What follows belongs to an exercise in optimizing a design on an open flow for small area, a short achievable clock period and few clock cycles per item; a production flow would make more cautious choices.
Where RTL was checked, it was by simulation tests only, not by an equivalence proof against the original.
For runs 1 to 3, only the layout was checked, not whether the RTL still works.
No activity file was given, so power comes from the tool's default toggle rates.

==> flow/design.v <==
package axi_lite_pkg;
    localparam int DATA_W = 32;
    localparam int STRB_W = 4;
    localparam logic [1:0] RESP_OKAY   = 2'b00;
    localparam logic [1:0] RESP_SLVERR = 2'b10;
endpackage
module axi_lite_regfile #(
    parameter int DEPTH = 32
) (
    input  logic              i_clk,
    input  logic              i_clr,                    
    input  logic [axi_lite_pkg::STRB_W-1:0] i_wen,       
    input  logic [3:0]        i_wsel_lo,                 
    input  logic [DEPTH/4-1:0] i_wsel_hi,                
    input  logic [axi_lite_pkg::DATA_W-1:0] i_wdata,
    input  logic [DEPTH-1:0]  i_rsel,                    
    output logic [axi_lite_pkg::DATA_W-1:0] o_rdata    
);
    logic [axi_lite_pkg::DATA_W-1:0] r_mem [DEPTH];
    logic [axi_lite_pkg::DATA_W-1:0] w_rd;
    always_ff @(posedge i_clk) begin
        for (int k = 0; k < DEPTH; k++) begin
            for (int n = 0; n < axi_lite_pkg::STRB_W; n++) begin
                if (i_clr || (i_wen[n] && i_wsel_lo[k % 4] && i_wsel_hi[k / 4])) begin
                    r_mem[k][8*n +: 8] <= i_wdata[8*n +: 8];
                end
            end
        end
    end
    for (genvar b = 0; b < axi_lite_pkg::DATA_W; b++) begin : g_rd
        logic [DEPTH/8-1:0] w_oct;         
        logic [1:0]         w_half_n;
        for (genvar g = 0; g < DEPTH/8; g++) begin : g_oct
            logic [7:0] w_d;
            for (genvar j = 0; j < 8; j++) begin : g_d
                assign w_d[j] = r_mem[8*g+j][b];
            end
            axi_lite_rd_oct u_oct (.i_s(i_rsel[8*g +: 8]), .i_d(w_d), .o_y(w_oct[g]));
        end
        for (genvar h = 0; h < 2; h++) begin : g_half
            axi_lite_rd_nor2 u_half (.i_a(w_oct[2*h +: 2]), .o_y(w_half_n[h]));
        end
        axi_lite_rd_nand2 u_bit (.i_a(w_half_n), .o_y(w_rd[b]));
    end
    assign o_rdata = w_rd;
endmodule
module axi_lite_rd_oct (
    input  logic [7:0] i_s,
    input  logic [7:0] i_d,
    output logic       o_y
);
    logic [3:0] w_pair_n;
    for (genvar p = 0; p < 4; p++) begin : g_pair
        assign w_pair_n[p] = ~((i_s[2*p] & i_d[2*p]) | (i_s[2*p+1] & i_d[2*p+1]));
    end
    assign o_y = ~&w_pair_n;
endmodule
module axi_lite_rd_nor2 (
    input  logic [1:0] i_a,
    output logic       o_y
);
    assign o_y = ~|i_a;
endmodule
module axi_lite_rd_nand2 (
    input  logic [1:0] i_a,
    output logic       o_y
);
    assign o_y = ~&i_a;
endmodule
module axi_lite_slave_mem #(
    parameter int ADDR_WIDTH = 32,
    parameter int DATA_WIDTH = 32,
    parameter int DEPTH      = 32
) (
    input  logic                  s_axi_aclk,
    input  logic                  s_axi_areset,
    input  logic [ADDR_WIDTH-1:0] s_axi_awaddr,
    input  logic [2:0]            s_axi_awprot,
    input  logic                  s_axi_awvalid,
    output logic                  s_axi_awready,
    input  logic [DATA_WIDTH-1:0] s_axi_wdata,
    input  logic [3:0]            s_axi_wstrb,
    input  logic                  s_axi_wvalid,
    output logic                  s_axi_wready,
    output logic [1:0]            s_axi_bresp,
    output logic                  s_axi_bvalid,
    input  logic                  s_axi_bready,
    input  logic [ADDR_WIDTH-1:0] s_axi_araddr,
    input  logic [2:0]            s_axi_arprot,
    input  logic                  s_axi_arvalid,
    output logic                  s_axi_arready,
    output logic [DATA_WIDTH-1:0] s_axi_rdata,
    output logic [1:0]            s_axi_rresp,
    output logic                  s_axi_rvalid,
    input  logic                  s_axi_rready
);
    localparam int IDX_W = (DEPTH > 1) ? $clog2(DEPTH) : 1;
    localparam int HI_N  = DEPTH / 4;
    localparam logic [ADDR_WIDTH-3:0] DEPTH_W = (ADDR_WIDTH-2)'(DEPTH);
    logic w_unused;
    assign w_unused = ^{s_axi_awprot, s_axi_arprot, s_axi_awaddr[1:0], s_axi_araddr[1:0]};
    logic                              r_awready, r_wready, r_arready, r_bvalid, r_rvalid;
    logic                              r_awready_n, r_wready_n, r_arready_n, r_bvalid_n, r_rvalid_n;
    logic                              w_awready, w_wready, w_arready, w_bvalid, w_rvalid;
    logic                              r_aw_v, r_aw_ok;
    logic [3:0]                        r_aw_lo;       
    logic [HI_N-1:0]                   r_aw_hi;       
    logic                              r_w_v;
    logic [axi_lite_pkg::DATA_W-1:0]   r_w_data;      
    logic                              r_clr;         
    logic [axi_lite_pkg::STRB_W-1:0]   r_w_strb;
    logic [axi_lite_pkg::STRB_W-1:0]   r_wen;         
    logic                              r_berr, r_bsk_v, r_bsk_err;
    logic                              r_ar0_old, r_ar1_old;  
    logic                              r_ar0_v, r_ar0_ok, r_ar1_v, r_ar1_ok;
    logic [DEPTH-1:0]                  r_ar0_sel;     
    logic [IDX_W-1:0]                  r_ar1_idx;
    logic                              r_rerr;
    logic [axi_lite_pkg::DATA_W-1:0]   r_rdata;
    logic [axi_lite_pkg::DATA_W-1:0]   w_rf_rdata;
    assign w_awready = ~r_awready_n;
    assign w_wready  = ~r_wready_n;
    assign w_arready = ~r_arready_n;
    assign w_bvalid  = ~r_bvalid_n;
    assign w_rvalid  = ~r_rvalid_n;
    logic w_aw_hs, w_ar_hs, w_commit, w_issue;
    assign w_aw_hs  = s_axi_awvalid & w_awready;
    assign w_ar_hs  = s_axi_arvalid & w_arready;
    assign w_commit = r_aw_v & r_w_v & ~r_bsk_v & ~r_ar0_old;
    assign w_issue  = r_ar0_v & (~w_rvalid | s_axi_rready);
    logic w_aw_in_ok, w_ar_in_ok;
    assign w_aw_in_ok = (s_axi_awaddr[ADDR_WIDTH-1:2] < DEPTH_W);
    assign w_ar_in_ok = (s_axi_araddr[ADDR_WIDTH-1:2] < DEPTH_W);
    logic w_aw_v_nxt, w_w_v_nxt, w_bsk_v_nxt, w_pair_old, w_pair_new, w_commit_nxt, w_aw_ok_nxt;
    logic w_ar0_v_nxt, w_ar1_v_nxt, w_ar_shift, w_ar0_old_nxt, w_ar1_old_nxt;
    logic [axi_lite_pkg::STRB_W-1:0] w_w_strb_nxt;
    assign w_aw_v_nxt = w_awready ? s_axi_awvalid : (r_aw_v & ~w_commit);
    assign w_w_v_nxt  = w_wready  ? s_axi_wvalid  : (r_w_v  & ~w_commit);
    assign w_bsk_v_nxt = r_bsk_v ? ~(w_bvalid & s_axi_bready) : (w_commit & w_bvalid & ~s_axi_bready);
    assign w_ar_shift = ~r_ar0_v | w_issue;
    assign w_pair_old = r_aw_v & r_w_v & ~w_commit;
    assign w_pair_new = w_aw_v_nxt & w_w_v_nxt & ~w_pair_old;
    always_comb begin
        if (w_pair_new) begin
            w_ar0_old_nxt = w_ar_shift ? r_ar1_v : 1'b1;
            w_ar1_old_nxt = w_ar_shift ? 1'b0 : r_ar1_v;
        end else if (w_pair_old) begin
            w_ar0_old_nxt = w_ar_shift ? r_ar1_old : r_ar0_old;
            w_ar1_old_nxt = w_ar_shift ? 1'b0 : r_ar1_old;
        end else begin
            w_ar0_old_nxt = 1'b0;
            w_ar1_old_nxt = 1'b0;
        end
    end
    assign w_commit_nxt = w_aw_v_nxt & w_w_v_nxt & ~w_bsk_v_nxt & ~w_ar0_old_nxt;
    assign w_aw_ok_nxt  = w_awready ? w_aw_in_ok : r_aw_ok;
    assign w_w_strb_nxt = w_wready ? s_axi_wstrb : r_w_strb;
    assign w_ar0_v_nxt = w_ar_shift ? (r_ar1_v | w_ar_hs) : 1'b1;
    assign w_ar1_v_nxt = w_ar_shift ? (r_ar1_v & w_ar_hs) : (r_ar1_v | w_ar_hs);
    logic w_berr_new, w_berr_sk;
    assign w_berr_new = w_commit & (~w_bvalid | s_axi_bready);
    assign w_berr_sk  = r_bsk_v & s_axi_bready;
    always_ff @(posedge s_axi_aclk) begin
        if (w_awready) begin
            r_aw_ok <= w_aw_in_ok;
        end
        if (w_wready) begin
            r_w_strb <= s_axi_wstrb;
        end
        r_clr <= s_axi_areset;
        r_berr <= (w_berr_new & ~r_aw_ok) | (w_berr_sk & r_bsk_err) | (~w_berr_new & ~w_berr_sk & r_berr);
        if (w_commit) begin
            r_bsk_err <= ~r_aw_ok;
        end
    end
    always_ff @(posedge s_axi_aclk) begin
        if (s_axi_areset) begin
            r_aw_v    <= 1'b0;
            r_w_v     <= 1'b0;
            r_w_data  <= '0;
            r_aw_lo   <= '0;      
            r_aw_hi   <= '0;      
            r_awready   <= 1'b1;
            r_awready_n <= 1'b0;
            r_wready    <= 1'b1;
            r_wready_n  <= 1'b0;
            r_wen     <= '0;
            r_bvalid    <= 1'b0;
            r_bvalid_n  <= 1'b1;
            r_bsk_v   <= 1'b0;
            r_ar0_old <= 1'b0;
            r_ar1_old <= 1'b0;
        end else begin
            r_aw_v    <= w_aw_v_nxt;
            r_w_v     <= w_w_v_nxt;
            if (w_wready) begin
                r_w_data <= s_axi_wdata;
            end
            if (w_awready) begin
                for (int i = 0; i < 4; i++) begin
                    r_aw_lo[i] <= s_axi_awaddr[3:2] == 2'(i);
                end
                for (int i = 0; i < HI_N; i++) begin
                    r_aw_hi[i] <= w_aw_in_ok && s_axi_awaddr[IDX_W+1:4] == (IDX_W-2)'(i);
                end
            end
            r_awready   <= ~w_aw_v_nxt | (w_w_v_nxt & ~w_bsk_v_nxt & ~w_ar0_old_nxt);
            r_awready_n <= ~(~w_aw_v_nxt | (w_w_v_nxt & ~w_bsk_v_nxt & ~w_ar0_old_nxt));
            r_wready    <= ~w_w_v_nxt  | (w_aw_v_nxt & ~w_bsk_v_nxt & ~w_ar0_old_nxt);
            r_wready_n  <= ~(~w_w_v_nxt  | (w_aw_v_nxt & ~w_bsk_v_nxt & ~w_ar0_old_nxt));
            r_wen     <= w_w_strb_nxt & {axi_lite_pkg::STRB_W{w_commit_nxt & w_aw_ok_nxt}};
            r_bvalid    <= r_bsk_v | w_commit | (w_bvalid & ~s_axi_bready);
            r_bvalid_n  <= ~(r_bsk_v | w_commit | (w_bvalid & ~s_axi_bready));
            r_bsk_v   <= w_bsk_v_nxt;
            r_ar0_old <= w_ar0_old_nxt;
            r_ar1_old <= w_ar1_old_nxt;
        end
    end
    logic [DEPTH-1:0] w_ar_in_sel, w_ar1_sel;
    always_comb begin
        for (int k = 0; k < DEPTH; k++) begin
            w_ar_in_sel[k] = w_ar_in_ok && s_axi_araddr[IDX_W+1:2] == IDX_W'(k);
            w_ar1_sel[k]   = r_ar1_ok && r_ar1_idx == IDX_W'(k);
        end
    end
    logic             w_ld_ar1, w_ld_in, w_rd_ld, w_rerr_ld;
    logic [DEPTH-1:0] w_ar0_sel_nxt;
    assign w_ld_ar1      = w_ar_shift & r_ar1_v;
    assign w_ld_in       = w_ar_shift & ~r_ar1_v;
    assign w_ar0_sel_nxt = ({DEPTH{w_ld_ar1}} & w_ar1_sel) | ({DEPTH{w_ld_in}} & w_ar_in_sel)
                         | ({DEPTH{~w_ar_shift}} & r_ar0_sel);
    assign w_rd_ld       = ~w_rvalid | s_axi_rready;
    assign w_rerr_ld     = w_issue;
    always_ff @(posedge s_axi_aclk) begin
        r_ar0_sel <= w_ar0_sel_nxt;
        if (w_ar_shift) begin
            if (r_ar1_v) begin
                r_ar0_ok  <= r_ar1_ok;
            end else begin
                r_ar0_ok  <= w_ar_in_ok;
            end
        end
        if (w_ar_hs) begin
            r_ar1_ok  <= w_ar_in_ok;
            r_ar1_idx <= s_axi_araddr[IDX_W+1:2];
        end
    end
    always_ff @(posedge s_axi_aclk) begin
        if (s_axi_areset) begin
            r_rdata <= '0;
            r_rerr  <= 1'b0;
        end else begin
            if (w_rd_ld) begin
                r_rdata <= w_rf_rdata;
            end
            if (w_rerr_ld) begin
                r_rerr <= ~r_ar0_ok;
            end
        end
    end
    always_ff @(posedge s_axi_aclk) begin
        if (s_axi_areset) begin
            r_ar0_v   <= 1'b0;
            r_ar1_v   <= 1'b0;
            r_arready   <= 1'b1;
            r_arready_n <= 1'b0;
            r_rvalid    <= 1'b0;
            r_rvalid_n  <= 1'b1;
        end else begin
            r_ar0_v   <= w_ar0_v_nxt;
            r_ar1_v   <= w_ar1_v_nxt;
            r_arready   <= ~(w_ar0_v_nxt & w_ar1_v_nxt);
            r_arready_n <= w_ar0_v_nxt & w_ar1_v_nxt;
            r_rvalid    <= w_issue | (w_rvalid & ~s_axi_rready);
            r_rvalid_n  <= ~(w_issue | (w_rvalid & ~s_axi_rready));
        end
    end
    axi_lite_regfile #(
        .DEPTH (DEPTH)
    ) u_regfile (
        .i_clk     (s_axi_aclk),
        .i_clr     (r_clr),
        .i_wen     (r_wen),
        .i_wsel_lo (r_aw_lo),
        .i_wsel_hi (r_aw_hi),
        .i_wdata   (r_w_data),
        .i_rsel    (r_ar0_sel),
        .o_rdata   (w_rf_rdata)
    );
    assign s_axi_awready = r_awready;
    assign s_axi_wready  = r_wready;
    assign s_axi_bvalid  = r_bvalid;
    assign s_axi_bresp   = r_berr ? axi_lite_pkg::RESP_SLVERR : axi_lite_pkg::RESP_OKAY;
    assign s_axi_arready = r_arready;
    assign s_axi_rvalid  = r_rvalid;
    assign s_axi_rresp   = r_rerr ? axi_lite_pkg::RESP_SLVERR : axi_lite_pkg::RESP_OKAY;
    assign s_axi_rdata   = r_rdata;
endmodule
==> flow/flow/run.sh <==
#!/bin/bash
# Own layout flow: the standard flow (standard.sh: unchanged synthesis, floorplan,
# power grid and tap cells), with two changes to how the layout is made:
#  - plain buffers (buf_2) for the port buffers instead of the delay cells buffer_ports
#    picks on its own;
#  - clock tree synthesis with a non-default routing rule (wider, spaced wires) on the
#    clock nets, for a faster tree. Clustering is as in config.mk.
set -euo pipefail
export BUFFER_PORTS_ARGS="-buffer_cell sky130_fd_sc_hd__buf_2"
export CTS_ARGS="-sink_clustering_enable -repair_clock_nets -sink_clustering_size 24 -sink_clustering_max_diameter 120 -apply_ndr full"
bash standard.sh finish > flow_standard.log 2>&1
==> flow/standard.sh <==
#!/bin/bash
# synth_recipe.tcl (not shown) runs the flow's synth.tcl, then flattens the netlist and writes it again
# the make line also repeats each setting of config.mk as NAME=value (left out here)
make -C /OpenROAD-flow-scripts/flow DESIGN_CONFIG=/design/flow/config.mk WORK_HOME=/design/flow/orfs CLKGATE_MAP_FILE= SYNTH_SCRIPT=/design/flow/synth_recipe.tcl "${@:-finish}"
==> flow/config.mk <==
export PLATFORM = sky130hd
export DESIGN_NAME = axi_lite_slave_mem
export DESIGN_NICKNAME = axi_lite_slave_mem
export VERILOG_FILES = /design/flow/design.v
export SDC_FILE = /design/flow/constraint.sdc
export NUM_CORES = 4
export LEC_CHECK = 0
export CAP_MARGIN = 20
export CORE_MARGIN = 2
export CORE_UTILIZATION = 40
export CTS_CLUSTER_DIAMETER = 120
export CTS_CLUSTER_SIZE = 24
export SETUP_SLACK_MARGIN = 2.2
export SLEW_MARGIN = 20
export SYNTH_HIERARCHICAL = 1
==> flow/constraint.sdc <==
create_clock -name core_clock -period 4.0 [get_ports {s_axi_aclk}]
set_input_delay 0.8000 -clock core_clock [delete_from_list [all_inputs] [get_ports {s_axi_aclk}]]
set_output_delay 0.8000 -clock core_clock [all_outputs]
set_load 0.01 [all_outputs]
==> results of run 1 <==
[worst max-delay path by stage]
stage / start / end / slack, ns / cells past startpoint
final: r_berr / s_axi_bresp[1] / 2.03 / 1
after global placement: s_axi_araddr[18] / r_ar0_sel[16] / 1.15 / 5
after detailed placement: s_axi_araddr[18] / r_ar0_sel[16] / 1.09 / 5
after CTS: r_berr / s_axi_bresp[1] / 1.98 / 1
after global routing: r_berr / s_axi_bresp[1] / 1.99 / 1
after floorplan: s_axi_araddr[18] / r_ar0_sel[16] / 1.81 / 6
[modules after synthesis, one instance, submodules excluded, excerpt]
module | flops+latches | cells | copies in the design | area, um^2
axi_lite_slave_mem | 145 | 558 | 1 | 5465
axi_lite_rd_nand2 | 0 | 1 | 32 | 3.754
axi_lite_rd_nor2 | 0 | 1 | 64 | 3.754
axi_lite_rd_oct | 0 | 5 | 128 | 36.28
[final cells by class]
type | instances | area [um^2] | share of cell area, %
diodes | 3 | 7.507 | 0.01557
clock buffers | 101 | 1592 | 3.301
clock inverters | 1 | 8.758 | 0.01817
inverters | 9 | 33.78 | 0.07008
multi-input cells | 1233 | 8916 | 18.50
flip-flops and latches | 1169 | 33900 | 70.33
well taps | 1391 | 1740 | 3.610
repair buffers | 257 | 2007 | 4.163
[through the flow]
step / utilization, % / hold WS, ns / std cells
6_report: 45.60 / 0.3692 / 4164
3_5_place_dp: 42.85 / 0.4468 / 4022
5_1_grt: 45.60 / 0.3551 / 4162
2_1_floorplan: - / 0.4242 / 2501
4_1_cts: 45.01 / 0.3387 / 4139
3_3_place_gp: 42.85 / 0.4449 / 4022
[tightest hold or removal path, cell delays in order]
cell     delay [ns]
buf_2          0.08
mux2i_1        0.05
nor2_1         0.07
[logic make-up after synthesis]
family | after synthesis | synth area share (%)
AO/OA/AOI/OAI | 772 | 13.74
AND/OR/NAND/NOR | 417 | 4.928
other | 1 | 0.008771
multiplexers | 39 | 0.9277
buffers and inverters | 102 | 1.495
flip-flops | 1169 | 78.90
[placed cells by master (no fill, tap or decap), types with 5 or more instances in the layout]
master,netlist,final
a21oi_1,40,40
a22o_1,6,6
a22oi_1,537,522
a22oi_2,0,15
a31o_1,118,103
a31o_2,10,25
a32oi_1,8,6
buf_12,0,6
buf_2,32,101
buf_4,4,90
buf_6,26,58
clkbuf_1,19,44
clkbuf_16,0,58
dfxtp_1,137,55
dfxtp_2,0,55
dfxtp_4,0,27
edfxtp_1,1032,1032
inv_1,9,9
mux2_2,5,5
mux2i_1,34,34
nand2_1,106,105
nand3_1,7,6
nand4_1,131,131
nor2_1,114,94
nor2_2,0,13
nor2_4,0,7
nor2b_1,8,6
nor4_1,13,7
nor4_2,3,7
o31ai_1,33,22
o31ai_2,0,8
[power by group]
part,internal (W),switching (W)
Sequential,0.0141,0.000271
Combinational,0.000200,0.000607
Clock,0.00270,0.00359
Total,0.0170,0.00447
[layer usage]
| metal | wire (um) | global-route usage (%) |
|---|---|---|
| met1 | 47520 | 28.75 |
| met4 | 2018 | 4.181 |
| met2 | 54440 | 33.40 |
| met3 | 10360 | 3.713 |
| met5 | 53 | 0 |
[flip-flops by register name, summed over array words and instances (netlist names), 4 cells and up]
name,count
r_ar0_sel,32
r_aw_lo,4
r_aw_hi,8
r_rdata,32
r_w_strb,4
r_w_data,32
u_regfile.r_mem,1024
r_ar1_idx,5
r_wen,4
[synth_stat cells, drive strengths merged, types with 6 or more instances]
| library cell | number |
|---|---|
| edfxtp | 1032 |
| a22oi | 537 |
| dfxtp | 137 |
| nand4 | 131 |
| a31o | 128 |
| nor2 | 114 |
| nand2 | 106 |
| buf | 69 |
| a21oi | 40 |
| mux2i | 34 |
| o31ai | 33 |
| clkbuf | 24 |
| nor4 | 16 |
| inv | 9 |
| a32oi | 8 |
| nor2b | 8 |
| nand3 | 7 |
| a22o | 6 |
| nor3 | 6 |
[what timing repair did]
action	4_1_cts	5_1_grt
endpoints found under the setup margin	971	341
hold buffers	0	0
buffers inserted	13	20
cloned	2	2
gates resized for setup	163	106
pin swaps	9	19
==> results.cfg, run 1 <==
[placed_design]
post-place-ws_ns = 1.087
place_area_mm2 = 0.04530
place.detailed.hpwl_um = 72940
gp_congestion = 0.8392
portBuffers = 141

[timing]
fin_ws_ns = 2.034
finalCriticalPeriod_ns = 1.966
max_freq_ghz = 0.5086
hold_violations = 0
rsz0062_at_grt = yes
post-route-period-util_pct = 49.16
slew_viol_final = 0
max-slew-margin-rel_pct = 38.70
final-setup-viol-count = 0
skew_ns = 0.03013
worst_pin_slew_ns = 0.9176
timing.setup.tns_ns = 0

[floorplanning]
io_pins = 154
start_util_pct = 40.44
die_h_um = 330.9
core_mm2 = 0.1057
die-area_mm2 = 0.1095
die_w_um = 330.9
row_count = 119

[status]
run_status = complete, no violations

[drt]
drtIter0Drc = 2838
dr.pass1.iters = 6
antenna_left = 0
drc_errors = 0
viasPerCell = 6.015
dr_total_vias = 25050
wire_per_inst_um = 27.47
wl_um = 114400

[clock_network]
htree_levels = 2
clockBufferDepth = 3
clkSlewWorstSetupHoldPaths_ns = 0.09
numCtsBuffers = 54
tritoncts = yes
insertion_delay_ns = 0.67
cts_root_buf = clkbuf_16
clkSinkCount = 1169

[power]
finalPower_w = 0.02149
peakVddDrop_mv = 0.3219
p_per_area_mw_per_mm2 = 445.8
power_leakage_nw = 16.02

[synth]
synth_top_area_share_pct = 72.48
avgSynthCellArea_um2 = 17.10
yosysUniqueCellTypes = 48
synthesis.area_mm2 = 0.04275
syn_inst = 2500
synth-seq-area-share_pct = 78.90
synth_async_sr_flop_share_pct = 0
synth_area_leaders = edfxtp_1, a22oi_1, dfxtp_1
ys.warnings.count = 9
ys.flop_type = edfxtp_1
synth_top_cell_by_area = edfxtp_1
synth-edff-count = 1032
synth-seq-cells = 1169

[critical_path]
critPathArrivalTime_ns = 1.17
reg2reg_depth = 4
reg2reg_from = r_ar1_idx[2]
crit_type = reg -> out
crit_slowest_cell = dfxtp_4
worstPathRequired_ns = 3.20
reg2reg_to = r_ar0_sel[5]
path_buf_inv = 1
rrSetupSlack_ns = 2.19
critPathTopFamily = flip-flops
worstPathCellList = buf_6
end_kind = output pin
cp_max_fo = 2
worstSetupStartpointType = flip-flop
max_stage_delay_ns = 0.39

[layout]
nFillCells = 9025
final_area_mm2 = 0.04821
nets = 2837
area.growth.synth_to_final_pct = 12.75
drive_gt1_share_pct = 18.56

[grt]
grt_usage_pct = 20.44
antenna_found_initial = 7
grt_max_degree = 65
grt_pass1_wl_um = 163000
grt_pass1_vias = 24180
overflow = 0

[min_path]
holdPathEnd = r_w_data[26]
worstHoldPathCells = 3
hp-start = s_axi_wdata[26]
hold_class = in -> reg

[run]
max_cap_viol_count = 0
==> run 2: changes to the inputs <==
--- a/flow/design.v
+++ b/flow/design.v
@@ -9,5 +9,4 @@
 ) (
     input  logic              i_clk,
-    input  logic              i_clr,                    
     input  logic [axi_lite_pkg::STRB_W-1:0] i_wen,       
     input  logic [3:0]        i_wsel_lo,                 
@@ -22,5 +21,5 @@
         for (int k = 0; k < DEPTH; k++) begin
             for (int n = 0; n < axi_lite_pkg::STRB_W; n++) begin
-                if (i_clr || (i_wen[n] && i_wsel_lo[k % 4] && i_wsel_hi[k / 4])) begin
+                if (i_wen[n] && i_wsel_lo[k % 4] && i_wsel_hi[k / 4]) begin
                     r_mem[k][8*n +: 8] <= i_wdata[8*n +: 8];
                 end
@@ -108,5 +107,4 @@
     logic                              r_w_v;
     logic [axi_lite_pkg::DATA_W-1:0]   r_w_data;      
-    logic                              r_clr;         
     logic [axi_lite_pkg::STRB_W-1:0]   r_w_strb;
     logic [axi_lite_pkg::STRB_W-1:0]   r_wen;         
@@ -132,5 +130,5 @@
     assign w_aw_in_ok = (s_axi_awaddr[ADDR_WIDTH-1:2] < DEPTH_W);
     assign w_ar_in_ok = (s_axi_araddr[ADDR_WIDTH-1:2] < DEPTH_W);
-    logic w_aw_v_nxt, w_w_v_nxt, w_bsk_v_nxt, w_pair_old, w_pair_new, w_commit_nxt, w_aw_ok_nxt;
+    logic w_aw_v_nxt, w_w_v_nxt, w_bsk_v_nxt, w_pair_old, w_pair_new, w_commit_nxt;
     logic w_ar0_v_nxt, w_ar1_v_nxt, w_ar_shift, w_ar0_old_nxt, w_ar1_old_nxt;
     logic [axi_lite_pkg::STRB_W-1:0] w_w_strb_nxt;
@@ -154,5 +152,4 @@
     end
     assign w_commit_nxt = w_aw_v_nxt & w_w_v_nxt & ~w_bsk_v_nxt & ~w_ar0_old_nxt;
-    assign w_aw_ok_nxt  = w_awready ? w_aw_in_ok : r_aw_ok;
     assign w_w_strb_nxt = w_wready ? s_axi_wstrb : r_w_strb;
     assign w_ar0_v_nxt = w_ar_shift ? (r_ar1_v | w_ar_hs) : 1'b1;
@@ -168,5 +165,4 @@
             r_w_strb <= s_axi_wstrb;
         end
-        r_clr <= s_axi_areset;
         r_berr <= (w_berr_new & ~r_aw_ok) | (w_berr_sk & r_bsk_err) | (~w_berr_new & ~w_berr_sk & r_berr);
         if (w_commit) begin
@@ -179,11 +175,11 @@
             r_w_v     <= 1'b0;
             r_w_data  <= '0;
-            r_aw_lo   <= '0;      
-            r_aw_hi   <= '0;      
+            r_aw_lo   <= '1;
+            r_aw_hi   <= '1;
             r_awready   <= 1'b1;
             r_awready_n <= 1'b0;
             r_wready    <= 1'b1;
             r_wready_n  <= 1'b0;
-            r_wen     <= '0;
+            r_wen     <= '1;
             r_bvalid    <= 1'b0;
             r_bvalid_n  <= 1'b1;
@@ -209,5 +205,5 @@
             r_wready    <= ~w_w_v_nxt  | (w_aw_v_nxt & ~w_bsk_v_nxt & ~w_ar0_old_nxt);
             r_wready_n  <= ~(~w_w_v_nxt  | (w_aw_v_nxt & ~w_bsk_v_nxt & ~w_ar0_old_nxt));
-            r_wen     <= w_w_strb_nxt & {axi_lite_pkg::STRB_W{w_commit_nxt & w_aw_ok_nxt}};
+            r_wen     <= w_w_strb_nxt & {axi_lite_pkg::STRB_W{w_commit_nxt}};
             r_bvalid    <= r_bsk_v | w_commit | (w_bvalid & ~s_axi_bready);
             r_bvalid_n  <= ~(r_bsk_v | w_commit | (w_bvalid & ~s_axi_bready));
@@ -280,5 +276,4 @@
     ) u_regfile (
         .i_clk     (s_axi_aclk),
-        .i_clr     (r_clr),
         .i_wen     (r_wen),
         .i_wsel_lo (r_aw_lo),
==> flow/flow/run.sh (replaced) <==
#!/bin/bash
# Own layout flow: the standard flow (standard.sh, unchanged synthesis, floorplan,
# power grid and tap cells), with plain buffers for the port buffers instead of the
# delay cells buffer_ports picks on its own.
set -euo pipefail
export BUFFER_PORTS_ARGS="-buffer_cell sky130_fd_sc_hd__buf_2"
bash standard.sh finish > flow_standard.log 2>&1
==> results.cfg, run 2 <==
[critical_path]
worstSetupStartpointType = flip-flop
crit_type = reg -> out
reg2reg_to = r_ar0_sel[11]
worst-path-stages = 1
path_buf_inv = 1
worstPathCellList = buf_6
max_stage_delay_ns = 0.38
critPathTopFamily = flip-flops
critPathArrivalTime_ns = 1.16
end_kind = output pin
crit_path_end = s_axi_rdata[5]
worstPathRequired_ns = 3.20
rrSetupSlack_ns = 2.12
startpoint = r_rdata[5]
cp_max_fo = 2
reg2reg_from = r_rvalid_n
crit_slowest_cell = dfxtp_2
reg2reg_depth = 6

[synth]
synthTopCellsByCount = edfxtp_1, a22oi_1, dfxtp_1
synth.most_common_cell = edfxtp_1
synth_async_sr_flop_share_pct = 0
synth-edff-count = 1033
synth_top_area_share_pct = 73.36
synth_top_cell_by_area = edfxtp_1
synth-seq-area-share_pct = 79.75
synthesis.area_mm2 = 0.04228
synth_area_leaders = edfxtp_1, a22oi_1, dfxtp_1
ys.flop_type = edfxtp_1
syn_inst = 2500
ys.warnings.count = 9
yosysUniqueCellTypes = 51
avgSynthCellArea_um2 = 16.91
synth-seq-cells = 1168

[timing]
fin_ws_ns = 2.042
post-route-period-util_pct = 48.95
hold_ws_ns = 0.3490
timing.setup.tns_ns = 0
skew_ns = 0.03118
max_freq_ghz = 0.5107
max-slew-margin-rel_pct = 26.74
worst_pin_slew_ns = 1.099
hold_violations = 0
rsz0062_at_grt = yes
finalCriticalPeriod_ns = 1.958
final-setup-viol-count = 0
slew_viol_final = 0

[floorplanning]
start_util_pct = 40.23
row_count = 119
die_h_um = 329.1
die_w_um = 329.1
die-area_mm2 = 0.1083
core_mm2 = 0.1051
io_pins = 154

[clock_network]
insertion_delay_ns = 0.67
htree_levels = 2
numCtsBuffers = 54
tritoncts = yes
cts.hold.buffers_added = 0
cts_root_buf = clkbuf_16
clockBufferDepth = 3
clkSinkCount = 1168
clkSlewWorstSetupHoldPaths_ns = 0.10

[drt]
drc_errors = 0
viasPerCell = 5.917
drtIter0Drc = 3051
dr_total_vias = 24630
dr.pass1.iters = 6
wire_per_inst_um = 26.69
wl_um = 111100
antenna_left = 0

[min_path]
hold_class = in -> reg

[layout]
top_register = u_regfile.r_mem
area.growth.synth_to_final_pct = 12.65
drive_gt1_share_pct = 18.05
stdcell_count = 4163
largest_reg_flops = 1024
nets = 2838
nFillCells = 9133
final_cell_mix = edfxtp_1, a22oi_1, nand4_1
final_common_cell = edfxtp_1

[grt]
grt_pass1_vias = 23830
grt_pass1_wl_um = 158000
use_met3_pct = 3.372
met1_usage_pct = 28.87
overflow = 0
met2_usage_pct = 31.16
grt_usage_pct = 19.82
grt_max_degree = 92
top_usage_layer = met2
antenna_found_initial = 5

[status]
run_status = complete, no violations

[placed_design]
gp_congestion = 0.8584
dp.cells = 4014
place.detailed.hpwl_um = 69260
post-place-ws_ns = 1.073
portBuffers = 141

[power]
p_per_area_mw_per_mm2 = 449.8
power_leakage_nw = 15.60
peakVddDrop_mv = 0.3261

[run]
max_cap_viol_count = 0
==> run 2: cell types whose count changed in the layout (fill, tap and decap cells not counted), sizes merged, moves of 5 or more <==
cell	previous run	this run
a21oi	40	50
and3	0	128
a31o	128	0
buf	256	243
a22o	6	0
o21ai	4	11
mux2	5	0
==> run 2: area by class of cell <==
class | instances | area (um^2) | area share (%)
inverters | 12 | 45.04 | 0.09456
clock buffers | 99 | 1541 | 3.236
diodes | 2 | 5.005 | 0.01051
repair buffers | 243 | 1904 | 3.998
clock inverters | 2 | 17.52 | 0.03677
multi-input cells | 1246 | 8482 | 17.81
flip-flops and latches | 1168 | 33900 | 71.16
well taps | 1391 | 1740 | 3.654
==> run 2: modules after synthesis (local to each module, per instance), a selection <==
module | area (um^2) | cells inside | flip-flops and latches | times used
axi_lite_rd_nand2 | 3.754 | 1 | 0 | 32
axi_lite_rd_nor2 | 3.754 | 1 | 0 | 64
axi_lite_slave_mem | 5525 | 580 | 144 | 1
axi_lite_rd_oct | 36.28 | 5 | 0 | 128
==> run 2: kinds of logic (layout without fill, tap and decap cells) <==
logic type	after synthesis	in the layout	share of synthesized area, %
flip-flops	1168	1168	79.75
AO/OA/AOI/OAI	659	659	11.38
AND/OR/NAND/NOR	545	547	6.933
buffers and inverters	89	356	1.030
multiplexers	38	38	0.8995
other	1	4	0.008869
==> run 2: through the flow <==
step	utilization [%]	total power, W	cell area (um^2)
after floorplan	-	0.01499	42320
after global placement	42.64	0.01540	44830
after detailed placement	42.65	0.01549	44830
after CTS	44.72	0.02151	47010
after global routing	45.31	0.02204	47630
final	45.31	0.02142	47630
==> run 2: what timing repair did <==
action	4_1_cts	5_1_grt
endpoints found under the setup margin	1122	106
hold endpoints to repair	0	0
gates cloned	0	2
setup buffers	10	33
pin swaps	8	17
resized for setup	183	62
==> run 2: worst min-delay path by stage <==
stage	start	end	slack, ns	cells after the start
global placement	r_ar0_ok	r_rerr	0.43	1
finish	s_axi_awaddr[2]	r_aw_lo[0]	0.35	2
detailed placement	r_rdata[26]	r_rdata[26]	0.45	2
CTS	s_axi_awaddr[2]	r_aw_lo[0]	0.31	2
floorplan	r_ar0_ok	r_rerr	0.42	1
global route	s_axi_awaddr[2]	r_aw_lo[0]	0.34	2
==> run 2: per-layer routing <==
layer / part of all wire (%) / routed length, um / vias up
met3: 10 / 11170 / 144
met4: 2.2 / 2412 / 8
li1: - / - / 10770
met5: 0.043 / 48 / -
met1: 42 / 46860 / 12440
met2: 46 / 50620 / 1270
==> run 2: where the power goes <==
group | switching, W | total, W | internal (W) | leakage (nW)
logic | 0.000605 | 0.000797 | 0.000192 | 3.81
clock network | 0.00357 | 0.00620 | 0.00263 | 0.739
registers | 0.000396 | 0.0144 | 0.0140 | 11.0
total | 0.00457 | 0.0214 | 0.0169 | 15.6
==> run 3: changes to the inputs <==
--- a/flow/config.mk
+++ b/flow/config.mk
@@ -11,5 +11,5 @@
 export CTS_CLUSTER_DIAMETER = 120
 export CTS_CLUSTER_SIZE = 24
-export SETUP_SLACK_MARGIN = 2.2
+export SETUP_SLACK_MARGIN = 2.3
 export SLEW_MARGIN = 20
 export SYNTH_HIERARCHICAL = 1
==> results.cfg, run 3 <==
[floorplanning]
die_h_um = 329.1
start_util_pct = 40.23
die_w_um = 329.1
die-area_mm2 = 0.1083
core_mm2 = 0.1051
io_pins = 154
row_count = 119

[drt]
dr.pass1.iters = 6
antenna_left = 0
viasPerCell = 6.120
wire_per_inst_um = 29.32
drc_errors = 0
wl_um = 125100
dr_total_vias = 26110
drtIter0Drc = 3835

[critical_path]
cp_max_fo = 2
end_kind = output pin
crit_type = reg -> out
worst-path-stages = 1
critPathArrivalTime_ns = 1.17
reg2reg_depth = 4
critPathTopFamily = flip-flops
worstPathRequired_ns = 3.20
path_buf_inv = 1
crit_slowest_cell = dfxtp_4
max_stage_delay_ns = 0.38
worstPathCellList = buf_6
worstSetupStartpointType = flip-flop

[layout]
post-route-util_pct = 48.17
nets = 2939
drive_gt1_share_pct = 29.33
area.growth.synth_to_final_pct = 19.76
final_common_cell = edfxtp_1
largest_reg_flops = 1024
final_cell_mix = edfxtp_1, a22oi_1, a22oi_2
top_register = u_regfile.r_mem
final_area_mm2 = 0.05064

[placed_design]
gp_congestion = 0.8206
place_area_mm2 = 0.04488
place.detailed.hpwl_um = 69280
portBuffers = 141

[timing]
max_freq_ghz = 0.5071
hold_ws_ns = 0.3480
worst_pin_slew_ns = 1.231
rsz0062_at_grt = yes
max-slew-margin-rel_pct = 17.93
timing.setup.tns_ns = 0
final-setup-viol-count = 0
hold_violations = 0
finalCriticalPeriod_ns = 1.972
slew_viol_final = 0
post-route-period-util_pct = 49.30
skew_ns = 0.03839

[grt]
antenna_found_initial = 10
grt_max_degree = 92
grt_pass1_wl_um = 169000
grt_pass1_vias = 24970
overflow = 0
grt_usage_pct = 21.37

[clock_network]
clkSlewWorstSetupHoldPaths_ns = 0.10
numCtsBuffers = 54
cts_root_buf = clkbuf_16
insertion_delay_ns = 0.68
htree_levels = 2
tritoncts = yes
clockBufferDepth = 3
clkSinkCount = 1168
cts.hold.buffers_added = 0

[power]
p_per_area_mw_per_mm2 = 426.2
peakVddDrop_mv = 0.3805
finalPower_w = 0.02158
power_leakage_nw = 16.55

[min_path]
hold_class = in -> reg
worstHoldPathCells = 3

[status]
run_status = complete, no violations

[synth]
synthTopCellsByCount = edfxtp_1, a22oi_1, dfxtp_1
synth-seq-cells = 1168
yosysUniqueCellTypes = 51
synth_area_leaders = edfxtp_1, a22oi_1, dfxtp_1
syn_inst = 2500
ys.warnings.count = 9
synth_top_area_share_pct = 73.36
synth.most_common_cell = edfxtp_1
ys.flop_type = edfxtp_1
synth-edff-count = 1033
synthesis.area_mm2 = 0.04228
avgSynthCellArea_um2 = 16.91
synth_async_sr_flop_share_pct = 0
synth_top_cell_by_area = edfxtp_1
synth-seq-area-share_pct = 79.75

[run]
max_cap_viol_count = 0
[run 3: area by class of cell]
type | count | area, um^2
clock buffers | 99 | 1541
multi-input cells | 1244 | 9774
repair buffers | 346 | 3581
clock inverters | 2 | 17.52
well taps | 1391 | 1740
inverters | 12 | 45.04
fillers | 8689 | 54480
flip-flops and latches | 1168 | 33930
diodes | 4 | 10.01
[run 3: worst paths after layout]
check | endpoint | slack (ns) | from
max | s_axi_rdata[6] | 2.03 | r_rdata[6]
min | r_w_data[5] | 0.35 | s_axi_wdata[5]
max reg2reg | r_ar0_sel[14] | 2.11 | r_ar1_idx[1]
min reg2reg | r_rerr | 0.46 | r_ar0_ok
[run 3: cells by family (layout without fill, tap and decap cells)]
logic type | Yosys count | after routing | share of synthesized area [%]
other cells | 1 | 6 | 0.008869
mux | 38 | 38 | 0.8995
compound gates | 659 | 659 | 11.38
simple gates | 545 | 545 | 6.933
flops | 1168 | 1168 | 79.75
buf+inv | 89 | 459 | 1.030
[run 3: what timing repair did]
action                                  in CTS  in global routing
pin swaps                                   59                191
setup buffers                               63                 66
gates resized for setup                    260                311
gates cloned                                 4                  9
endpoints found under the hold margin        0                  0
endpoints found under the setup margin    1138                202
[run 3: metrics by stage]
stage | std cells | setup WS, ns
floorplan | 2501 | 1.808
global placement | 4019 | 1.307
detailed placement | 4019 | 1.232
CTS | 4187 | 2.014
global route | 4263 | 1.998
finish | 4266 | 2.028
[run 3: power breakdown]
part           internal, W  leakage (nW)  switching (W)
clock              0.00263         0.739        0.00364
sequential          0.0140          11.1       0.000433
combinational     0.000215          4.76       0.000624
[run 3: metal layers]
| metal | GRT usage [%] | wire, um | up-vias |
|---|---|---|---|
| li1 | - | - | 10980 |
| met1 | 30.65 | 50400 | 13500 |
| met2 | 33.64 | 57470 | 1481 |
| met3 | 3.469 | 12770 | 145 |
| met4 | 6.423 | 4417 | 2 |
| met5 | 0 | 7 | - |
[run 3: Yosys stat by module, one instance, submodules excluded, excerpt]
module              flip-flops and latches  times used
axi_lite_rd_oct                          0         128
axi_lite_slave_mem                     144           1
axi_lite_rd_nand2                        0          32
axi_lite_rd_nor2                         0          64
==> run 4: changes to the inputs <==
--- a/flow/design.v
+++ b/flow/design.v
@@ -216,6 +216,6 @@
     always_comb begin
         for (int k = 0; k < DEPTH; k++) begin
-            w_ar_in_sel[k] = w_ar_in_ok && s_axi_araddr[IDX_W+1:2] == IDX_W'(k);
-            w_ar1_sel[k]   = r_ar1_ok && r_ar1_idx == IDX_W'(k);
+            w_ar_in_sel[k] = s_axi_araddr[IDX_W+1:2] == IDX_W'(k);
+            w_ar1_sel[k]   = r_ar1_idx == IDX_W'(k);
         end
     end
@@ -243,11 +243,12 @@
     end
     always_ff @(posedge s_axi_aclk) begin
+        if (s_axi_areset || (w_rd_ld && !r_ar0_ok)) begin
+            r_rdata <= '0;
+        end else if (w_rd_ld) begin
+            r_rdata <= w_rf_rdata;
+        end
         if (s_axi_areset) begin
-            r_rdata <= '0;
             r_rerr  <= 1'b0;
         end else begin
-            if (w_rd_ld) begin
-                r_rdata <= w_rf_rdata;
-            end
             if (w_rerr_ld) begin
                 r_rerr <= ~r_ar0_ok;
--- a/flow/config.mk
+++ b/flow/config.mk
@@ -11,5 +11,5 @@
 export CTS_CLUSTER_DIAMETER = 120
 export CTS_CLUSTER_SIZE = 24
-export SETUP_SLACK_MARGIN = 2.3
+export SETUP_SLACK_MARGIN = 2.2
 export SLEW_MARGIN = 20
 export SYNTH_HIERARCHICAL = 1
==> results.cfg, run 4 <==
[layout]
final_area_mm2 = 0.04721
largest_reg_flops = 1024
final_cell_mix = edfxtp_1, a22oi_1, nand4_1
final_common_cell = edfxtp_1
nets = 2813
stdcell_count = 4138
drive_gt1_share_pct = 16.10
area.growth.synth_to_final_pct = 11.75
top_register = u_regfile.r_mem

[floorplanning]
die_w_um = 329.0
start_util_pct = 40.24
die_h_um = 329.0
row_count = 119
die-area_mm2 = 0.1082
io_pins = 154
core_mm2 = 0.1050

[timing]
post-route-period-util_pct = 48.31
worst_pin_slew_ns = 0.8197
skew_ns = 0.01548
hold_violations = 0
rsz0062_at_grt = yes
slew_viol_final = 0
timing.setup.tns_ns = 0
final-setup-viol-count = 0
finalCriticalPeriod_ns = 1.932
max_freq_ghz = 0.5175
max-slew-margin-rel_pct = 45.24

[synth]
synth_top_cell_by_area = edfxtp_1
avgSynthCellArea_um2 = 16.90
synth-edff-count = 1033
synth_area_leaders = edfxtp_1, a22oi_1, dfxtp_1
synth-seq-area-share_pct = 79.83
synth_top_area_share_pct = 73.43
synthTopCellsByCount = edfxtp_1, a22oi_1, dfxtp_1, nand4_1, nand2_1
synth-seq-cells = 1168
yosysUniqueCellTypes = 54
synth.most_common_cell = edfxtp_1
ys.warnings.count = 9
synthesis.area_mm2 = 0.04224
synth_async_sr_flop_share_pct = 0
syn_inst = 2499
ys.flop_type = edfxtp_1

[drt]
dr_total_vias = 24370
viasPerCell = 5.890
antenna_left = 0
drtIter0Drc = 2755
dr.pass1.iters = 6
wire_per_inst_um = 26.48
wl_um = 109600
drc_errors = 0

[placed_design]
dp.cells = 4017
portBuffers = 141
gp_congestion = 0.8295
place_area_mm2 = 0.04479
place.detailed.hpwl_um = 69030

[critical_path]
critPathTopFamily = flip-flops
worstPathCellList = buf_6
path_buf_inv = 1
cp_max_fo = 2
crit_slowest_cell = dfxtp_2
crit_type = reg -> out
max_stage_delay_ns = 0.38
critPathArrivalTime_ns = 1.13
worstPathRequired_ns = 3.20
worstSetupStartpointType = flip-flop
end_kind = output pin

[clock_network]
htree_levels = 2
cts_root_buf = clkbuf_16
insertion_delay_ns = 0.65
clkSinkCount = 1168
cts.hold.buffers_added = 0
clkSlewWorstSetupHoldPaths_ns = 0.09
numCtsBuffers = 54
clockBufferDepth = 3
tritoncts = yes

[power]
seq_power_share_pct = 66.2
swShare_pct = 22.09
p_int_w = 0.01709
peakVddDrop_mv = 0.2989
power_leakage_nw = 15.65
pwr-share-comb_pct = 5.3
netSwitchingPower_w = 0.004846
p_per_area_mw_per_mm2 = 464.6
clockPowerShare_pct = 28.5

[grt]
antenna_found_initial = 7
grt_max_degree = 60
grt_pass1_wl_um = 156200
overflow = 0
grt_usage_pct = 19.75
grt_pass1_vias = 23740

[min_path]
hold_class = in -> reg

[run]
max_cap_viol_count = 0

[status]
run_status = complete, no violations
==> run 4: cell types whose count changed in the layout (fill, tap and decap cells not counted), moves of 15 or more <==
cell / before / now
o22ai_1: 1 / 16
nand2_2: 20 / 0
a21o_1: 1 / 17
nand2_1: 88 / 117
nor2_1: 70 / 90
o31ai_4: 22 / 0
a22oi_2: 173 / 9
buf_6: 72 / 56
a22oi_1: 361 / 506
buf_4: 104 / 46
buf_12: 50 / 1
==> run 4: path summary, 6_finish.rpt <==
path,slack [ns],start,cells after the start,to
max reg2reg,2.24,r_ar0_sel[7],7,r_rdata[7]
min reg2reg,0.46,r_rdata[21],2,r_rdata[21]
min,0.38,s_axi_awaddr[2],2,r_aw_lo[0]
max,2.07,r_rerr,1,s_axi_rresp[1]
==> run 4: routing by layer <==
| metal | global-route usage [%] | vias to the layer above | wire, um |
|---|---|---|---|
| met5 | 0 | - | 64 |
| met4 | 6.075 | 10 | 3007 |
| met3 | 4.787 | 132 | 10890 |
| met2 | 31.48 | 1150 | 51180 |
| met1 | 26.85 | 12390 | 44460 |
| li1 | - | 10690 | - |
==> run 4: what timing repair did <==
item | 4_1_cts | 5_1_grt
pin swaps | 0 | 10
endpoints found under the hold margin | 0 | 0
gates cloned | 0 | 0
setup buffers | 11 | 7
setup endpoints to repair | 1110 | 117
resized for setup | 158 | 56
==> run 4: cell families after synthesis <==
logic type             after synthesis  synth area share (%)
AO/OA/AOI/OAI                      656                 11.30
flip-flops                        1168                 79.83
other                                1              0.008877
AND/OR/NAND/NOR                    551                 7.002
multiplexers                        38                0.9004
buffers and inverters               85                0.9656
==> run 4: final cells by class <==
class / instances / area [um^2]
antenna: 1 / 2.502
clock buffer: 101 / 1592
clock inverter: 1 / 8.758
fill: 9016 / 57760
inverter: 15 / 58.81
multi-input combinational: 1247 / 8290
sequential: 1168 / 33900
tap: 1391 / 1740
timing repair buffer: 214 / 1612
==> run 4: Yosys stat by module, one instance, submodules excluded, excerpt <==
| module | times used | flip-flops and latches |
|---|---|---|
| axi_lite_slave_mem | 1 | 144 |
| axi_lite_rd_oct | 128 | 0 |
| axi_lite_rd_nor2 | 64 | 0 |
| axi_lite_rd_nand2 | 32 | 0 |
==> run 4: per-stage QoR <==
stage          setup WS [ns]  hold WS [ns]  utilization, %  total power [W]
2_1_floorplan          2.177        0.4289               -          0.01523
3_3_place_gp           1.433        0.4368           42.67          0.01583
3_5_place_dp           1.299        0.4433           42.67          0.01592
4_1_cts                2.043        0.3472           44.71          0.02204
5_1_grt                2.027        0.3563           44.97          0.02261
6_report               2.068        0.3800           44.97          0.02193
==> run 4: power by group through the flow <==
stage               Sequential [W]  Combinational, W  Clock (W)
floorplan                   0.0146          0.000635          0
global placement            0.0147           0.00109          0
detailed placement          0.0148           0.00113          0
CTS                         0.0145           0.00116    0.00637
global route                0.0146           0.00126    0.00678
finish                      0.0145           0.00116    0.00626
Testbench counts of run 4, summed over its fixed seeds: cycles 8,024, items 16,000.
==> run 5: changes to the inputs <==
--- a/flow/config.mk
+++ b/flow/config.mk
@@ -11,5 +11,5 @@
 export CTS_CLUSTER_DIAMETER = 120
 export CTS_CLUSTER_SIZE = 24
-export SETUP_SLACK_MARGIN = 2.2
+export SETUP_SLACK_MARGIN = 2.0
 export SLEW_MARGIN = 20
 export SYNTH_HIERARCHICAL = 1
==> results.cfg, run 5 <==
[status]
run_status = complete, no violations

[clock_network]
tritoncts = yes
clockBufferDepth = 3
insertion_delay_ns = 0.64
cts.hold.buffers_added = 0
htree_levels = 2
numCtsBuffers = 54
cts_root_buf = clkbuf_16
postCtsSetupBuffers = 0
clkSlewWorstSetupHoldPaths_ns = 0.10
ctsResizeCount = 25
clkSinkCount = 1168

[critical_path]
worstPathCellList = and3_1
worstPathRequired_ns = 4.27
end_kind = flip-flop
worstSetupStartpointType = flip-flop
cp_max_fo = 17
critPathTopFamily = flip-flops
critPathArrivalTime_ns = 2.25
max_stage_delay_ns = 0.97
crit_slowest_cell = dfxtp_1
path_buf_inv = 0
crit_type = reg -> reg

[grt]
grt_usage_pct = 19.91
antenna_found_initial = 6
met1_usage_pct = 28.45
grt_pass1_vias = 23910
overflow = 0
grt_max_degree = 60
use_met3_pct = 3.685
top_usage_layer = met2
grt_pass1_wl_um = 159100
met2_usage_pct = 32.01

[floorplanning]
io_pins = 154
start_util_pct = 40.24
die-area_mm2 = 0.1082
row_count = 119
die_w_um = 329.0
core_mm2 = 0.1050
die_h_um = 329.0

[synth]
avgSynthCellArea_um2 = 16.90
syn_inst = 2499
synthesis.area_mm2 = 0.04224
synth_area_leaders = edfxtp_1, a22oi_1, dfxtp_1
synth-seq-cells = 1168
synth_top_cell_by_area = edfxtp_1
synthTopCellsByCount = edfxtp_1, a22oi_1, dfxtp_1, nand4_1, nand2_1
ys.warnings.count = 9
synth_async_sr_flop_share_pct = 0
synth-edff-count = 1033
synth_top_area_share_pct = 73.43
yosysUniqueCellTypes = 54
synth-seq-area-share_pct = 79.83
ys.flop_type = edfxtp_1
synth.most_common_cell = edfxtp_1

[drt]
drtIter0Drc = 2966
dr.pass1.iters = 5
wl_um = 110100
viasPerCell = 5.927
drc_errors = 0
antenna_left = 0
dr_total_vias = 24440
wire_per_inst_um = 26.69

[layout]
drive_gt1_share_pct = 12.77
nets = 2799
area.growth.synth_to_final_pct = 10.16
largest_reg_flops = 1024
top_register = u_regfile.r_mem
final_common_cell = edfxtp_1
final_cell_mix = edfxtp_1, a22oi_1, buf_2
post-route-util_pct = 44.33
nFillCells = 9053

[timing]
skew_ns = 0.02040
worst_pin_slew_ns = 1.052
rsz0062_at_grt = no
finalCriticalPeriod_ns = 1.974
max-slew-margin-rel_pct = 29.79
hold_ws_ns = 0.3761
slew_viol_final = 0
max_freq_ghz = 0.5067
hold_violations = 0
post-route-period-util_pct = 49.34
timing.setup.tns_ns = 0
final-setup-viol-count = 0

[min_path]
hold_class = in -> reg

[power]
power_leakage_nw = 15.47
p_per_area_mw_per_mm2 = 471.1
peakVddDrop_mv = 0.3397

[placed_design]
place.detailed.hpwl_um = 70030
portBuffers = 141
gp_congestion = 0.8447

[run]
max_cap_viol_count = 0
-- run 5: cell counts after synthesis --
No cell type changed its count.
-- run 5: per-module statistics from Yosys, one instance, submodules excluded, a selection --
module              cells inside  cell area (um^2)  copies in the design
axi_lite_rd_oct                5             36.28                   128
axi_lite_rd_nand2              1             3.754                    32
axi_lite_slave_mem           579              5485                     1
axi_lite_rd_nor2               1             3.754                    64
-- run 5: per-layer routing --
metal | vias up | wire, um
met1 | 12540 | 46080
met5 | - | 56
li1 | 10640 | -
met4 | 8 | 1940
met3 | 113 | 10300
met2 | 1141 | 51680
-- run 5: layout make-up --
cell class                 count  area, um^2  area share (%)
inverter                      15       56.30          0.1210
antenna                        1       2.502        0.005378
clock buffer                 101        1592           3.420
sequential                  1168       33800           72.64
clock inverter                 1       8.758         0.01882
multi-input combinational   1247        8162           17.54
timing repair buffer         200        1171           2.517
tap                         1391        1740           3.740
-- run 5: final timing paths --
check,from,to,slack (ns),depth (start not counted)
worst min-delay path,s_axi_awaddr[3],r_aw_lo[0],0.38,2
worst min register to register,r_rdata[21],r_rdata[21],0.45,2
worst max-delay path,r_aw_hi[7],u_regfile.r_mem[28][21],2.03,1
worst max register to register,r_aw_hi[7],u_regfile.r_mem[28][21],2.03,1
-- run 5: cells by family after synthesis --
group | synth area share [%]
AOI/OAI and AO/OA | 11.30
and+or+nand+nor | 7.002
other | 0.008877
DFF | 79.83
muxes | 0.9004
buffers and inverters | 0.9656
-- run 5: power breakdown --
part           switching, W  internal (W)
logic              0.000833      0.000303
clock network       0.00357       0.00271
registers          0.000445        0.0141
total               0.00485        0.0171
-- run 5: metrics by stage --
stage | worst slack, ns | power (W) | area [um^2] | std cells
3_3_place_gp | 1.499 | 0.01583 | 44810 | 4021
3_5_place_dp | 1.395 | 0.01592 | 44810 | 4021
5_1_grt | 2.001 | 0.02260 | 46530 | 4123
4_1_cts | 2.001 | 0.02203 | 46460 | 4123
6_report | 2.026 | 0.02192 | 46530 | 4124
2_1_floorplan | 2.135 | 0.01523 | 42250 | 2500
==> run 6: changes to the inputs <==
--- a/flow/config.mk
+++ b/flow/config.mk
@@ -11,5 +11,5 @@
 export CTS_CLUSTER_DIAMETER = 120
 export CTS_CLUSTER_SIZE = 24
-export SETUP_SLACK_MARGIN = 2.0
+export SETUP_SLACK_MARGIN = 2.1
 export SLEW_MARGIN = 20
 export SYNTH_HIERARCHICAL = 1
==> results.cfg, run 6 <==
[status]
run_status = complete, no violations

[layout]
nets = 2816
area.growth.synth_to_final_pct = 11.32
final_common_cell = edfxtp_1
top_register = u_regfile.r_mem
stdcell_count = 4143
drive_gt1_share_pct = 15.17
final_cell_mix = edfxtp_1, a22oi_1, nand4_1
largest_reg_flops = 1024
final_area_mm2 = 0.04703

[synth]
synth_top_cell_by_area = edfxtp_1
ys.flop_type = edfxtp_1
synthMuxAreaShare_pct = 0.9004
ys.warnings.count = 9
synth-seq-cells = 1168
yosysUniqueCellTypes = 54
yosys.area_share.simple_pct = 7.002
syn_inst = 2499
synth_top_area_share_pct = 73.43
synthAdderAreaFrac_pct = 0
synth.most_common_cell = edfxtp_1
synth-seq-area-share_pct = 79.83
synth_area_leaders = edfxtp_1, a22oi_1, dfxtp_1
synthTopCellsByCount = edfxtp_1, a22oi_1, dfxtp_1, nand4_1, nand2_1
synth-edff-count = 1033
synth_top_family_by_area = compound AO/OA/AOI/OAI gates
synth_async_sr_flop_share_pct = 0
synthXorXnorAreaFrac_pct = 0
avgSynthCellArea_um2 = 16.90
synth-compound-area-share_pct = 11.30
synthesis.area_mm2 = 0.04224

[timing]
skew_ns = 0.02315
rsz0062_at_grt = yes
worst_pin_slew_ns = 0.8386
max_freq_ghz = 0.5175
finalCriticalPeriod_ns = 1.932
hold_violations = 0
timing.setup.tns_ns = 0
slew_viol_final = 0
max-slew-margin-rel_pct = 44.02
final-setup-viol-count = 0
post-route-period-util_pct = 48.31

[drt]
dr_total_vias = 24380
drtIter0Drc = 3178
antenna_left = 0
viasPerCell = 5.885
wl_um = 110200
wire_per_inst_um = 26.59
drc_errors = 0
dr.pass1.iters = 5

[placed_design]
place_area_mm2 = 0.04481
portBuffers = 141
dp.cells = 4021
place.detailed.hpwl_um = 70030
gp_congestion = 0.8447

[grt]
grt_usage_pct = 19.94
grt_pass1_vias = 23980
antenna_found_initial = 7
grt_pass1_wl_um = 159300
overflow = 0
grt_max_degree = 60

[floorplanning]
die_h_um = 329.0
core_mm2 = 0.1050
die_w_um = 329.0
io_pins = 154
start_util_pct = 40.24
row_count = 119
die-area_mm2 = 0.1082

[critical_path]
path_buf_inv = 1
crit_type = reg -> out
critPathArrivalTime_ns = 1.13
worstPathCellList = buf_6
worstSetupStartpointType = flip-flop
cp_max_fo = 2
crit_slowest_cell = dfxtp_4
max_stage_delay_ns = 0.37
worstPathRequired_ns = 3.20
end_kind = output pin
critPathTopFamily = flip-flops

[clock_network]
insertion_delay_ns = 0.64
htree_levels = 2
numCtsBuffers = 54
cts_root_buf = clkbuf_16
clockBufferDepth = 3
tritoncts = yes
clkSinkCount = 1168
cts.hold.buffers_added = 0
clkSlewWorstSetupHoldPaths_ns = 0.10

[power]
power_leakage_nw = 15.62
finalPower_w = 0.02194
p_per_area_mw_per_mm2 = 466.6
peakVddDrop_mv = 0.3408

[min_path]
hold_class = in -> reg

[run]
max_cap_viol_count = 0
==> run 6: modules after synthesis (local to each module, per instance), excerpt <==
module,copies in the design,cell area (um^2),flops+latches
axi_lite_rd_nand2,32,3.754,0
axi_lite_rd_nor2,64,3.754,0
axi_lite_rd_oct,128,36.28,0
axi_lite_slave_mem,1,5485,144
==> run 6: final cells by class <==
type                    count  area, um^2
flip-flops and latches   1168       33880
inverters                  15       56.30
well taps                1391        1740
clock buffers             101        1592
multi-input cells        1247        8203
clock inverters             1       8.758
fillers                  9025       57940
diodes                      3       7.507
repair buffers            217        1540
==> run 6: layer usage <==
metal / share of wire [%] / vias up / GRT usage [%]
li1: - / 10670 / -
met1: 42 / 12490 / 28.53
met2: 47 / 1093 / 32.10
met3: 9.7 / 122 / 3.613
met4: 1.8 / 6 / 4.000
met5: 0.038 / - / 0
==> run 6: logic make-up (layout without fill, tap and decap cells) <==
logic type	after synthesis	in the layout
AO/OA/AOI/OAI	656	656
other	1	5
buffers and inverters	85	334
multiplexers	38	38
flip-flops	1168	1168
AND/OR/NAND/NOR	551	551
==> run 6: what timing repair did <==
item | 4_1_cts | 5_1_grt
hold endpoints to repair | 0 | 0
pin swaps | 0 | 0
buffers inserted | 12 | 5
gates resized for setup | 117 | 33
endpoints found under the setup margin | 655 | 78
==> run 6: worst register-to-register path, stage by stage (launching register included) <==
cell and delay [ns]:
dfxtp_1 0.33, buf_4 0.30, a22oi_1 0.39, nand4_1 0.20, nor2_2 0.24, nand2_1 0.11, nand2_1 0.08, a21oi_1 0.06
==> run 6: worst paths after layout <==
path | startpoint | to | slack (ns) | cells after the start
setup / recovery | r_rdata[23] | s_axi_rdata[23] | 2.07 | 1
hold / removal | s_axi_awaddr[3] | r_aw_lo[0] | 0.38 | 2
setup reg to reg | r_ar0_sel[10] | r_rdata[18] | 2.15 | 7
hold reg to reg | r_ar0_sel[11] | r_ar0_sel[11] | 0.46 | 2
==> run 6: metrics by stage <==
stage | hold slack, ns | util [%] | worst slack [ns]
after floorplan | 0.4289 | - | 2.135
after global placement | 0.4284 | 42.69 | 1.499
after detailed placement | 0.4383 | 42.69 | 1.395
after CTS | 0.3449 | 44.64 | 2.033
after global routing | 0.3607 | 44.79 | 2.030
final | 0.3767 | 44.80 | 2.068
==> run 6: report_power, final <==
group / leakage (nW) / switching (W) / internal [W] / total [W]
Sequential: 11.0 / 0.000448 / 0.0141 / 0.0145
Clock: 0.759 / 0.00357 / 0.00271 / 0.00628
Combinational: 3.82 / 0.000835 / 0.000322 / 0.00116
Total: 15.6 / 0.00486 / 0.0171 / 0.0219
==> run 7: changes to the inputs <==
--- a/flow/config.mk
+++ b/flow/config.mk
@@ -9,6 +9,6 @@
 export CORE_MARGIN = 2
 export CORE_UTILIZATION = 40
-export CTS_CLUSTER_DIAMETER = 120
-export CTS_CLUSTER_SIZE = 24
+export CTS_CLUSTER_DIAMETER = 80
+export CTS_CLUSTER_SIZE = 16
 export SETUP_SLACK_MARGIN = 2.1
 export SLEW_MARGIN = 20
==> results.cfg, run 7 <==
[status]
run_status = complete, no violations

[layout]
final_area_mm2 = 0.04787
nets = 2849
ff_latch_area_mm2 = 0.03387
drive_gt1_share_pct = 16.24
multi_input_area_mm2 = 0.008204
final_common_cell = edfxtp_1
top_register = u_regfile.r_mem
largest_reg_flops = 1024
area.growth.synth_to_final_pct = 13.33
stdcell_count = 4188
nFillCells = 8965
final_cell_mix = edfxtp_1, a22oi_1, nand4_1

[critical_path]
rrSetupSlack_ns = 2.15
path_buf_inv = 1
end_kind = output pin
worstPathCellList = buf_6
critPathArrivalTime_ns = 1.12
crit_path_end = s_axi_rdata[23]
crit_slowest_cell = dfxtp_4
crit_type = reg -> out
startpoint = r_rdata[23]
reg2reg_depth = 7
max_stage_delay_ns = 0.36
worstSetupStartpointType = flip-flop
critPathTopFamily = flip-flops
worst-path-stages = 1
worstPathRequired_ns = 3.20
cp_max_fo = 2
reg2reg_from = r_ar0_sel[30]
reg2reg_to = r_rdata[9]

[timing]
hold_violations = 0
skew_ns = 0.01592
hold_ws_ns = 0.3798
finalCriticalPeriod_ns = 1.925
slew_viol_final = 0
rsz0062_at_grt = yes
max_freq_ghz = 0.5195
final-setup-viol-count = 0
post-route-period-util_pct = 48.12
worst_pin_slew_ns = 0.8673
timing.setup.tns_ns = 0
max-slew-margin-rel_pct = 42.10

[power]
finalPower_w = 0.02371
p_per_area_mw_per_mm2 = 495.3
power_leakage_nw = 16.05
peakVddDrop_mv = 0.2761

[synth]
yosysUniqueCellTypes = 54
synth-seq-area-share_pct = 79.83
synth.most_common_cell = edfxtp_1
synth-edff-count = 1033
ys.warnings.count = 9
syn_inst = 2499
synth_top_area_share_pct = 73.43
synth_area_leaders = edfxtp_1, a22oi_1, dfxtp_1
synth-seq-cells = 1168
synthesis.area_mm2 = 0.04224
synth_async_sr_flop_share_pct = 0
synth_top_cell_by_area = edfxtp_1
avgSynthCellArea_um2 = 16.90
synthTopCellsByCount = edfxtp_1, a22oi_1, dfxtp_1, nand4_1, nand2_1
ys.flop_type = edfxtp_1

[placed_design]
dp.cells = 4021
place.detailed.hpwl_um = 70030
portBuffers = 141
gp_congestion = 0.8447
place_area_mm2 = 0.04481

[grt]
grt_pass1_wl_um = 160900
antenna_found_initial = 7
grt_usage_pct = 20.21
grt_pass1_vias = 24280
grt_max_degree = 60
overflow = 0

[clock_network]
clkSlewWorstSetupHoldPaths_ns = 0.07
cts.hold.buffers_added = 0
tritoncts = yes
cts_root_buf = clkbuf_16
insertion_delay_ns = 0.64
numCtsBuffers = 83
clockBufferDepth = 3
clkSinkCount = 1168
htree_levels = 3

[drt]
dr.pass1.iters = 6
drc_errors = 0
dr_total_vias = 24660
wire_per_inst_um = 26.60
drtIter0Drc = 3181
viasPerCell = 5.889
wl_um = 111400
antenna_left = 0

[floorplanning]
io_pins = 154
die_w_um = 329.0
start_util_pct = 40.24
core_mm2 = 0.1050
die-area_mm2 = 0.1082
row_count = 119
die_h_um = 329.0

[run]
max_cap_viol_count = 0

[min_path]
hold_class = in -> reg
==> run 7: cell counts after synthesis <==
No cell type changed its count.
==> run 7: repair_timing <==
action,4_1_cts,5_1_grt
hold endpoints to repair,0,0
resized for setup,117,31
buffers inserted,12,9
setup endpoints to repair,648,68
==> run 7: kinds of logic after synthesis <==
kind of cell,after synthesis,share of synthesized area (%)
flip-flops,1168,79.83
buffers and inverters,85,0.9656
other,1,0.008877
multiplexers,38,0.9004
AO/OA/AOI/OAI,656,11.30
AND/OR/NAND/NOR,551,7.002
==> run 7: modules after synthesis, one instance, submodules excluded, excerpt <==
module / cells / times used / flip-flops and latches
axi_lite_rd_nand2: 1 / 32 / 0
axi_lite_rd_nor2: 1 / 64 / 0
axi_lite_rd_oct: 5 / 128 / 0
axi_lite_slave_mem: 579 / 1 / 144
==> run 7: report_power, final <==
group	leakage, nW	internal [W]	switching [W]
logic	3.84	0.000323	0.000839
registers	11.0	0.0141	0.000451
clock network	1.16	0.00409	0.00394
==> run 7: layout make-up <==
type | count | share of cell area [%]
diodes | 2 | 0.01045
clock buffers | 141 | 5.015
clock inverters | 3 | 0.05227
flip-flops and latches | 1168 | 70.75
well taps | 1391 | 3.635
inverters | 15 | 0.1176
multi-input cells | 1247 | 17.14
repair buffers | 221 | 3.280
==> run 7: worst min path at each step <==
stage / to / slack (ns) / cells after the start / from
4_1_cts: r_w_data[30] / 0.36 / 3 / s_axi_wdata[30]
3_5_place_dp: r_ar0_sel[11] / 0.44 / 2 / r_ar0_sel[11]
3_3_place_gp: r_ar0_sel[11] / 0.43 / 2 / r_ar0_sel[11]
5_1_grt: r_aw_lo[0] / 0.39 / 2 / s_axi_awaddr[3]
2_1_floorplan: r_w_strb[0] / 0.43 / 2 / r_w_strb[0]
6_report: r_aw_lo[0] / 0.38 / 2 / s_axi_awaddr[3]
==> run 7: per-stage QoR <==
| step | worst slack, ns | util, % |
|---|---|---|
| after floorplan | 2.135 | - |
| after global placement | 1.499 | 42.69 |
| after detailed placement | 1.395 | 42.69 |
| after CTS | 2.059 | 45.43 |
| after global routing | 2.063 | 45.60 |
| final | 2.075 | 45.61 |
==> run 7: metal layers <==
metal  track usage [%]  vias up  part of all wire (%)
li1                  -    10770                     -
met1             28.71    12600                    42
met2             32.15     1161                    46
met3             3.938      123                    10
met4             4.904        8                   2.0
met5                 0        -                 0.049

-- what the ideal ports hide --
The results above use ideal ports. As a check the final layouts listed here were re-extracted and re-timed, cells and wires unchanged. Step 1 assumes that a clkbuf_16 drives the clock port and a buf_2 every other input. Step 2 moves the port delays by t, midway between the first and last clock arrival at a register: inputs arrive t later, outputs are due t later. That takes back most of the time a late clock gives input paths. Three values: ideal, step 1, step 2; two values: the first two.
run	t, ns	setup WS [ns]	worst setup path after step 2
run 1	0.724	2.034 / 1.961 / 1.481	input to register
run 2	0.724	2.042 / 1.971 / 1.427	input to register
run 3	0.738	2.028 / 1.954 / 1.438	input to register
run 4	0.712	2.068 / 1.996 / 1.686	input to register
run 5	0.698	2.026 / 1.980 / 1.546	input to register
run 6	0.699	2.068 / 2.001 / 1.587	input to register
run 7	0.703	2.075 / 2.006 / 1.539	input to register
After both steps every run listed still meets setup and hold. The setup slack of run 2, which loses most, moves by -0.071 ns with the drivers and by -0.615 ns with both steps.
